This is an optimization exercise on Yosys and OpenROAD, whose aim is small area and a short achievable clock period, not a production implementation.
No functional check of the RTL was part of this run.
Power figures rest on the tool's default switching activity, not on a simulated workload.

$ cat design/flow/run.sh
#!/bin/bash
# synth_recipe.tcl (not shown) runs the flow's synth.tcl, then flattens the netlist and writes it again
# the make line also repeats each setting of config.mk as NAME=value (left out here)
make -C /OpenROAD-flow-scripts/flow DESIGN_CONFIG=/design/flow/config.mk WORK_HOME=/design/flow/orfs CLKGATE_MAP_FILE= SYNTH_SCRIPT=/design/flow/synth_recipe.tcl finish
$ cat design/flow/config.mk
export PLATFORM = sky130hd
export DESIGN_NAME = mips_core
export DESIGN_NICKNAME = mips_core
export VERILOG_FILES = /design/flow/design.v
export SDC_FILE = /design/flow/constraint.sdc
export NUM_CORES = 4
export LEC_CHECK = 0
export CAP_MARGIN = 20
export CORE_MARGIN = 2
export CORE_UTILIZATION = 30
export SLEW_MARGIN = 20
$ cat design/flow/constraint.sdc
create_clock -name core_clock -period 10.0 [get_ports {i_clk}]
set_input_delay 2.0000 -clock core_clock [delete_from_list [all_inputs] [get_ports {i_clk}]]
set_output_delay 2.0000 -clock core_clock [all_outputs]
set_load 0.01 [all_outputs]
$ cat design/flow/design.v
package mips_pkg;
    localparam int XLEN   = 32;
    localparam int REG_AW = 5;
    typedef union packed {
        struct packed {
            logic [5:0]        opcode;
            logic [REG_AW-1:0] rs;
            logic [REG_AW-1:0] rt;
            logic [REG_AW-1:0] rd;
            logic [4:0]        sa;
            logic [5:0]        funct;
        } r;
        struct packed {
            logic [5:0]        opcode;
            logic [REG_AW-1:0] rs;
            logic [REG_AW-1:0] rt;
            logic [15:0]       imm;
        } i;
        struct packed {
            logic [5:0]  opcode;
            logic [25:0] target;
        } j;
    } instr_t;
    localparam logic [5:0] OP_SPECIAL = 6'h00;
    localparam logic [5:0] OP_REGIMM  = 6'h01;
    localparam logic [5:0] OP_J       = 6'h02;
    localparam logic [5:0] OP_JAL     = 6'h03;
    localparam logic [5:0] OP_BEQ     = 6'h04;
    localparam logic [5:0] OP_BNE     = 6'h05;
    localparam logic [5:0] OP_BLEZ    = 6'h06;
    localparam logic [5:0] OP_BGTZ    = 6'h07;
    localparam logic [5:0] OP_ANDI    = 6'h0c;
    localparam logic [5:0] OP_ORI     = 6'h0d;
    localparam logic [5:0] OP_XORI    = 6'h0e;
    localparam logic [5:0] OP_LUI     = 6'h0f;
    localparam logic [5:0] FUNCT_SLL  = 6'h00;
    localparam logic [5:0] FUNCT_SRL  = 6'h02;
    localparam logic [5:0] FUNCT_SRA  = 6'h03;
    localparam logic [5:0] FUNCT_SLLV = 6'h04;
    localparam logic [5:0] FUNCT_SRLV = 6'h06;
    localparam logic [5:0] FUNCT_SRAV = 6'h07;
    localparam logic [5:0] FUNCT_JR   = 6'h08;
    localparam logic [5:0] FUNCT_JALR = 6'h09;
    localparam logic [5:0] FUNCT_MOVZ = 6'h0a;
    localparam logic [5:0] FUNCT_MOVN = 6'h0b;
    localparam logic [5:0] FUNCT_AND  = 6'h24;
    localparam logic [5:0] FUNCT_OR   = 6'h25;
    localparam logic [5:0] FUNCT_XOR  = 6'h26;
    localparam logic [5:0] FUNCT_NOR  = 6'h27;
    localparam logic [REG_AW-1:0] RT_BLTZ   = 5'h00;
    localparam logic [REG_AW-1:0] RT_BGEZ   = 5'h01;
    localparam logic [REG_AW-1:0] RT_BLTZAL = 5'h10;
    localparam logic [REG_AW-1:0] RT_BGEZAL = 5'h11;
    localparam logic [3:0] ALU_OR  = 4'd0;
    localparam logic [3:0] ALU_AND = 4'd1;
    localparam logic [3:0] ALU_XOR = 4'd2;
    localparam logic [3:0] ALU_NOR = 4'd3;
    localparam logic [3:0] ALU_SLL = 4'd4;
    localparam logic [3:0] ALU_SRL = 4'd5;
    localparam logic [3:0] ALU_SRA = 4'd6;
    localparam logic [3:0] ALU_ADD = 4'd7;
    localparam logic [1:0] SRC_RT  = 2'd0;
    localparam logic [1:0] SRC_IMM = 2'd1;
    localparam logic [1:0] SRC_SA  = 2'd2;
    localparam logic [1:0] SRC_PC  = 2'd3;  
    localparam logic [3:0] BR_NONE = 4'd0;
    localparam logic [3:0] BR_EQ   = 4'd1;
    localparam logic [3:0] BR_NE   = 4'd2;
    localparam logic [3:0] BR_GTZ  = 4'd3;
    localparam logic [3:0] BR_LEZ  = 4'd4;
    localparam logic [3:0] BR_LTZ  = 4'd5;
    localparam logic [3:0] BR_GEZ  = 4'd6;
    localparam logic [3:0] BR_JUMP = 4'd7;
    localparam logic [3:0] BR_JREG = 4'd8;
    localparam logic [REG_AW-1:0] LINK_REG = 5'd31;
endpackage
import mips_pkg::*;
module mips_core #(
    parameter logic [mips_pkg::XLEN-1:0] P_RESET_PC = '0
) (
    input  logic                            i_clk,
    input  logic                            i_reset,
    input  logic                            i_instr_valid,
    input  mips_pkg::instr_t                i_instr,
    output logic                            o_instr_ready,
    input  logic                            i_ret_ready,
    output logic                            o_ret_valid,
    output logic                            o_ret_wr,
    output logic [mips_pkg::XLEN-1:0]       o_ret_pc,
    output logic [mips_pkg::XLEN-1:0]       o_ret_wdata,
    output logic [mips_pkg::XLEN-1:0]       o_ret_next_pc,
    output logic [mips_pkg::REG_AW-1:0]     o_ret_waddr
);
    logic            valid;    
    logic [31:0]     pc_q;     
    logic [31:0]     ir;       
    logic [31:0]     a;        
    logic [31:0]     b;        
    logic [31:0]     regs [1:31];
    logic            load, retire;
    logic [31:0]     next_pc, result;
    assign o_instr_ready = !valid || i_ret_ready;
    assign load          = i_instr_valid && o_instr_ready;
    assign retire        = valid && i_ret_ready;
    logic [5:0]  opc, fn;
    logic [4:0]  rt_f, rd_f, sa_f;
    logic [15:0] imm;
    logic        special, regimm;
    assign opc     = ir[31:26];
    assign rt_f    = ir[20:16];
    assign rd_f    = ir[15:11];
    assign sa_f    = ir[10:6];
    assign fn      = ir[5:0];
    assign imm     = ir[15:0];
    assign special = (opc == 6'h00);
    assign regimm  = (opc == 6'h01);
    logic [31:0] pc4;
    assign pc4 = {pc_q[31:2] + 30'd1, pc_q[1:0]};
    logic wr_raw, link;
    logic [4:0] waddr;
    always_comb begin
        link   = (opc == 6'h03) || (regimm && rt_f[4]);
        wr_raw = 1'b0;
        if (special) begin
            case (fn)
                6'h00, 6'h02, 6'h03, 6'h04, 6'h06, 6'h07,
                6'h24, 6'h25, 6'h26, 6'h27, 6'h09: wr_raw = 1'b1;
                6'h0a: wr_raw = (b == 32'd0);
                6'h0b: wr_raw = (b != 32'd0);
                default: wr_raw = 1'b0;
            endcase
        end else if (opc[5:2] == 4'b0011) begin
            wr_raw = 1'b1;
        end else if (opc == 6'h03) begin
            wr_raw = 1'b1;
        end else if (regimm) begin
            wr_raw = (rt_f[3:1] == 3'b000) && rt_f[4];
        end
        if (special)
            waddr = rd_f;
        else if (link)
            waddr = 5'd31;
        else
            waddr = rt_f;
    end
    logic [1:0]  lop;
    logic [31:0] op_b, logic_r, shift_r, sh_in, sh_out;
    logic [4:0]  shamt;
    logic        sh_left, sh_fill;
    always_comb begin
        lop  = special ? fn[1:0] : opc[1:0];
        op_b = special ? b : {16'h0000, imm};
        case (lop)
            2'b00: logic_r = a & op_b;
            2'b01: logic_r = a | op_b;
            2'b10: logic_r = a ^ op_b;
            default: logic_r = special ? ~(a | b) : {imm, 16'h0000};
        endcase
    end
    always_comb begin
        shamt   = fn[2] ? a[4:0] : sa_f;
        sh_left = !fn[1];
        sh_fill = fn[0] && b[31];
        for (int k = 0; k < 32; k++)
            sh_in[k] = sh_left ? b[31-k] : b[k];
        shift_r = 32'($signed({sh_fill, sh_in}) >>> shamt);
        for (int k = 0; k < 32; k++)
            sh_out[k] = sh_left ? shift_r[31-k] : shift_r[k];
    end
    always_comb begin
        if (special) begin
            if (fn[5])
                result = logic_r;
            else if (!fn[3])
                result = sh_out;
            else if (fn[1])
                result = a;
            else
                result = pc4;
        end else if (opc[3]) begin
            result = logic_r;
        end else begin
            result = pc4;
        end
    end
    logic        taken, a_zero;
    logic [31:0] br_target;
    logic [30:0] br_sum;
    assign a_zero    = (a == 32'd0);
    assign br_sum    = {pc_q[31:2], 1'b1} + {{14{imm[15]}}, imm, 1'b1};
    assign br_target = {br_sum[30:1], pc_q[1:0]};
    always_comb begin
        case (opc)
            6'h01:   taken = (rt_f[3:1] == 3'b000) && (a[31] ^ rt_f[0]);
            6'h04:   taken = (a == b);
            6'h05:   taken = (a != b);
            6'h06:   taken = a[31] || a_zero;
            6'h07:   taken = !a[31] && !a_zero;
            default: taken = 1'b0;
        endcase
        if (special && (fn[5:1] == 5'b00100))
            next_pc = a;
        else if (opc[5:1] == 5'b00001)
            next_pc = {pc4[31:28], ir[25:0], 2'b00};
        else if (taken)
            next_pc = br_target;
        else
            next_pc = pc4;
    end
    assign o_ret_valid   = valid;
    assign o_ret_pc      = pc_q;
    assign o_ret_wr      = wr_raw && (waddr != 5'd0);
    assign o_ret_waddr   = waddr;
    assign o_ret_wdata   = result;
    assign o_ret_next_pc = next_pc;
    logic [4:0]  rs_a, rt_a;
    logic [31:0] rs_raw, rt_raw, rs_v, rt_v;
    logic        fwd_ok;
    assign rs_a   = i_instr.r.rs;
    assign rt_a   = i_instr.r.rt;
    assign fwd_ok = valid && o_ret_wr;
    always_comb begin
        rs_raw = '0;
        rt_raw = '0;
        for (int k = 1; k < 32; k++) begin
            rs_raw = rs_raw | ({32{rs_a == 5'(k)}} & regs[k]);
            rt_raw = rt_raw | ({32{rt_a == 5'(k)}} & regs[k]);
        end
        rs_v = (fwd_ok && (waddr == rs_a)) ? result : rs_raw;
        rt_v = (fwd_ok && (waddr == rt_a)) ? result : rt_raw;
    end
    always_ff @(posedge i_clk) begin
        if (i_reset)
            valid <= 1'b0;
        else if (load)
            valid <= 1'b1;
        else if (i_ret_ready)
            valid <= 1'b0;
    end
    always_ff @(posedge i_clk) begin
        if (i_reset)
            pc_q <= P_RESET_PC;
        else if (retire)
            pc_q <= next_pc;
    end
    always_ff @(posedge i_clk) begin
        if (load) begin
            ir <= i_instr;
            a  <= rs_v;
            b  <= rt_v;
        end
    end
    logic        commit;
    logic [31:0] wb_data;
    assign commit  = retire && o_ret_wr;
    assign wb_data = result & {32{!i_reset}};
    always_ff @(posedge i_clk) begin
        for (int k = 1; k < 32; k++) begin
            if (i_reset || (commit && (waddr == 5'(k))))
                regs[k] <= wb_data;
        end
    end
endmodule
==> run_results.csv <==
group,metric,value,unit
sta,min_period,8.28,ns
sta,worst_pin_slew,1.38,ns
critical_path,critPathArrivalTime,6.28,ns
detailed_routing,viasPerCell,7.07,
floorplan,die_x,436,µm
detailed_routing,drc,0,
synth,synth-edff-count,1088,
global_route,grt_use_total,0.290,
clock_tree,clkTransAtPathRegs,0.06,ns
critical_path,cp-end-kind,"primary output",
clock_tree,ctsHoldBuffers,0,
critical_path,critical_path_required,8.00,ns
global_route,grt_first_pass_wirelength,388000,µm
placement,dp.cells,6934,
synth,yosys_warnings,2,
synth,synth_ff_type,"edfxtp_1",
clock_tree,post_cts_buffers,0,
critical_path,crit_chain,"mux2i_4 > buf_4 > mux2i_1 > mux2i_1 > o211ai_1 > a21oi_1 > o31ai_1 > nor2_1 > nor3_1 > clkdlybuf4s50_1",
detailed_routing,vias,50509,
detailed_routing,drt-wirelength-per-cell,40.4,µm
critical_path,crit_type,"reg2out",
sta,max-slew-margin-rel,0.0809,
critical_path,cp-start-kind,"flip-flop",
clock_tree,ctsResizeCount,0,
synth,synth_seq_cells,1121,
synth,yosysUniqueCellTypes,86,
sta,fmax,121,MHz
global_route,antenna_found_initial,20,
pwr,pwr_density_cell,185,nW/µm²
sta,rsz0062_at_grt,"false",
synth,syn_inst,4461,
floorplan,initial_core_util,0.302,
floorplan,chipHeight,436,µm
critical_path,cp_slowest_cell,"edfxtp_1",
detailed_routing,firstDrtPassIters,13,
critical_path,cp_num_buf_inv,2,
sta,fin_skew,0.0853,ns
run_status,status,"finished clean",
detailed_routing,ant_nets,0,
clock_tree,cts_tree,"yes",
floorplan,die-area,190000,µm²
critical_path,cpLargestDelayFamily,"buffers and inverters",
critical_path,max_stage_delay,0.98,ns
synth,synthDominantAreaCellType,"edfxtp_1",
synth,syn_area,56100,µm²
critical_path,cp_common_cell,"mux2i_1",
floorplan,num_rows,158,
clock_tree,htreeDepth,3,
sta,fin_hold_ws,0.569,ns
min_path,hold_class,"reg2reg",
clock_tree,clock-root-buffer,"clkbuf_16",
layout,nets,4729,
detailed_routing,routed_wl,289000,µm
synth,synth_area_leaders,"edfxtp_1 (58%), a221oi_1 (4.9%), a22o_1 (4.5%)",
clock_tree,clock-sinks,1121,
floorplan,ioPinCount,140,
critical_path,path_max_fanout,30,
layout,syn2layout_area_growth,16.5,%
synth,synth_top_area_frac,0.582,
placement,place_area,61500,µm²
global_route,grt_pass1_vias,46503,
floorplan,core_area,186000,µm²
synth,synthesis.nets,4624,
sta,period_share,0.828,
synth,synth.avg_cell_area,12.6,µm²
placement,dp_hpwl,165000,µm
layout,stdcell_count,7148,
synth,async_reset_ff_frac,0,
pwr,p_leak,22.6,nW
pwr,ir_drop,0.172,mV
global_route,grt-ovfl-total,0,
layout,finalInstanceArea,65400,µm²
placement,port_buffers,139,
clock_tree,clock_latency,0.79,ns
job,maxCapViolations,0,
sta,setup_viol,0,
clock_tree,numCtsBuffers,110,
sta,slew_violations,0,
synth,synth-seq-area-share,0.594,
placement,place_congestion,1.01,
layout,final_layout_size_suffix_gt1_frac,0.126,
sta,tns,0,ns
global_route,grt_max_degree,68,
detailed_routing,drt_iter0_markers,12683,
clock_tree,cts_max_path_buffers,3,
sta,hold_violations,0,
==> path summary, 6_finish.rpt <==
check / from / to / slack (ns) / cells past startpoint
worst min-delay path: pc_q[1] / pc_q[1] / 0.57 / 2
worst min register to register: pc_q[1] / pc_q[1] / 0.57 / 2
worst max-delay path: ir[2] / o_ret_wdata[31] / 1.72 / 10
worst max register to register: ir[1] / regs[20][9] / 4.32 / 11
==> worst min-delay path, delay by kind of cell, from the launching register on <==
kind / cells / cell delay [ns]
DFF: 1 / 0.38
and+or+nand+nor: 1 / 0.08
AOI/OAI and AO/OA: 1 / 0.06
==> sequential cells by signal (all words and copies together), names as in the netlist <==
name,cells
b,32
pc_q,32
ir,32
valid,1
regs,992
a,32
==> cells in the final DEF (no fill, tap or decap), types with 41 or more instances in the layout <==
cell type,n
a22o_1,287
a221oi_1,311
mux2i_1,91
clkbuf_16,111
a22oi_1,332
nand3_1,127
clkdlybuf4s50_1,138
nand4_1,128
nand2_1,219
o21ai_0,106
mux2_2,61
nor3_1,50
nor2_4,62
ha_1,126
a211oi_1,41
a222oi_1,64
edfxtp_1,1088
nor2_1,181
inv_1,129
buf_4,181
a21oi_1,136
==> report_power, final <==
part | internal (mW) | leakage [nW] | total (mW) | switching [mW]
Sequential | 5.60 | 11.4 | 5.93 | 0.326
Clock | 2.51 | 1.81 | 4.44 | 1.92
Combinational | 0.497 | 9.46 | 1.71 | 1.21
Total | 8.61 | 22.6 | 12.1 | 3.46
==> synth_stat cells (9+ instances only) <==
cell and count:
nand2_1 219, buf_2 17, a221o_1 9, nor2_1 244
nor2b_1 31, inv_1 129, a21o_1 26, xnor2_1 40
o221ai_1 18, clkbuf_1 273, nor3_1 62, and2_1 11
o22ai_1 18, xor2_1 25, a21boi_0 12, o211ai_1 26
a21oi_1 138, buf_1 29, a31oi_1 30, nand2b_1 12
nor4_1 25, a211oi_1 42, mux2_2 61, or4_1 23
edfxtp_1 1088, a311oi_1 20, a22oi_1 332, a222oi_1 64
nand4_1 128, ha_1 126, o21bai_1 18, a221oi_1 311
mux2_1 19, a22o_1 287, dfxtp_1 33, mux2i_1 94
o21ai_0 107, nand3_1 127, or3_1 27, o21a_1 22
==> layer usage <==
metal  wire, µm  part of all wire  global-route usage  up-vias
li1           -                 -                   -    18673
met5        540            0.0019              0.0151        -
met3      52000              0.18               0.136     1587
met4      24100             0.084               0.177       32
met2     114000              0.40               0.405     5763
met1      97900              0.34               0.358    24454
==> cells by family after synthesis <==
family	share of synthesized area
AND/OR/NAND/NOR	0.0821
buffers and inverters	0.0322
AO/OA/AOI/OAI	0.216
flip-flops	0.594
multiplexers	0.0365
XOR/XNOR	0.0101
adder cells (fa/ha/maj)	0.0285
==> through the flow <==
stage	util	setup WS [ns]	total power, mW
after floorplan	-	4.13	6.68
after global placement	0.331	2.67	7.58
after detailed placement	0.331	2.69	7.59
after CTS	0.352	1.86	11.9
after global routing	0.352	1.65	12.3
final	0.352	1.72	12.1
==> final cells by class <==
class / instances / area [µm²]
inverters: 135 / 507
well taps: 2480 / 3100
clock inverters: 76 / 963
fillers: 17889 / 120000
clock buffers: 127 / 2840
diodes: 11 / 27.5
repair buffers: 321 / 2780
multi-input cells: 2877 / 21800
flip-flops and latches: 1121 / 33300

## re-timing with driven ports
The flow's constraints put no driver on any port. The routed layout listed below was extracted and timed again, unchanged, in two steps. Step 1 assumes that a clkbuf_16 drives the clock port and a buf_2 every other input. Step 2 times the ports against the registers' clock, not the clock port: input delays grow and output delays shrink by t, the midpoint of the rising clock arrivals with the driver on. Three values: ideal ports, drivers, drivers and shift; two values: the first two.
t (ns): 0.828
setup slack, ns: 1.716 / 1.633 / 2.461
slew at the worst register clock pin (ns): 0.07 / 0.07
worst slew at a driven data input, ns: 0.15
cell pins on the clock port's net: 1
After both steps setup and hold are still met in this run. For this run, drivers alone change the setup slack by -0.083 ns; drivers and shift together by +0.745 ns.
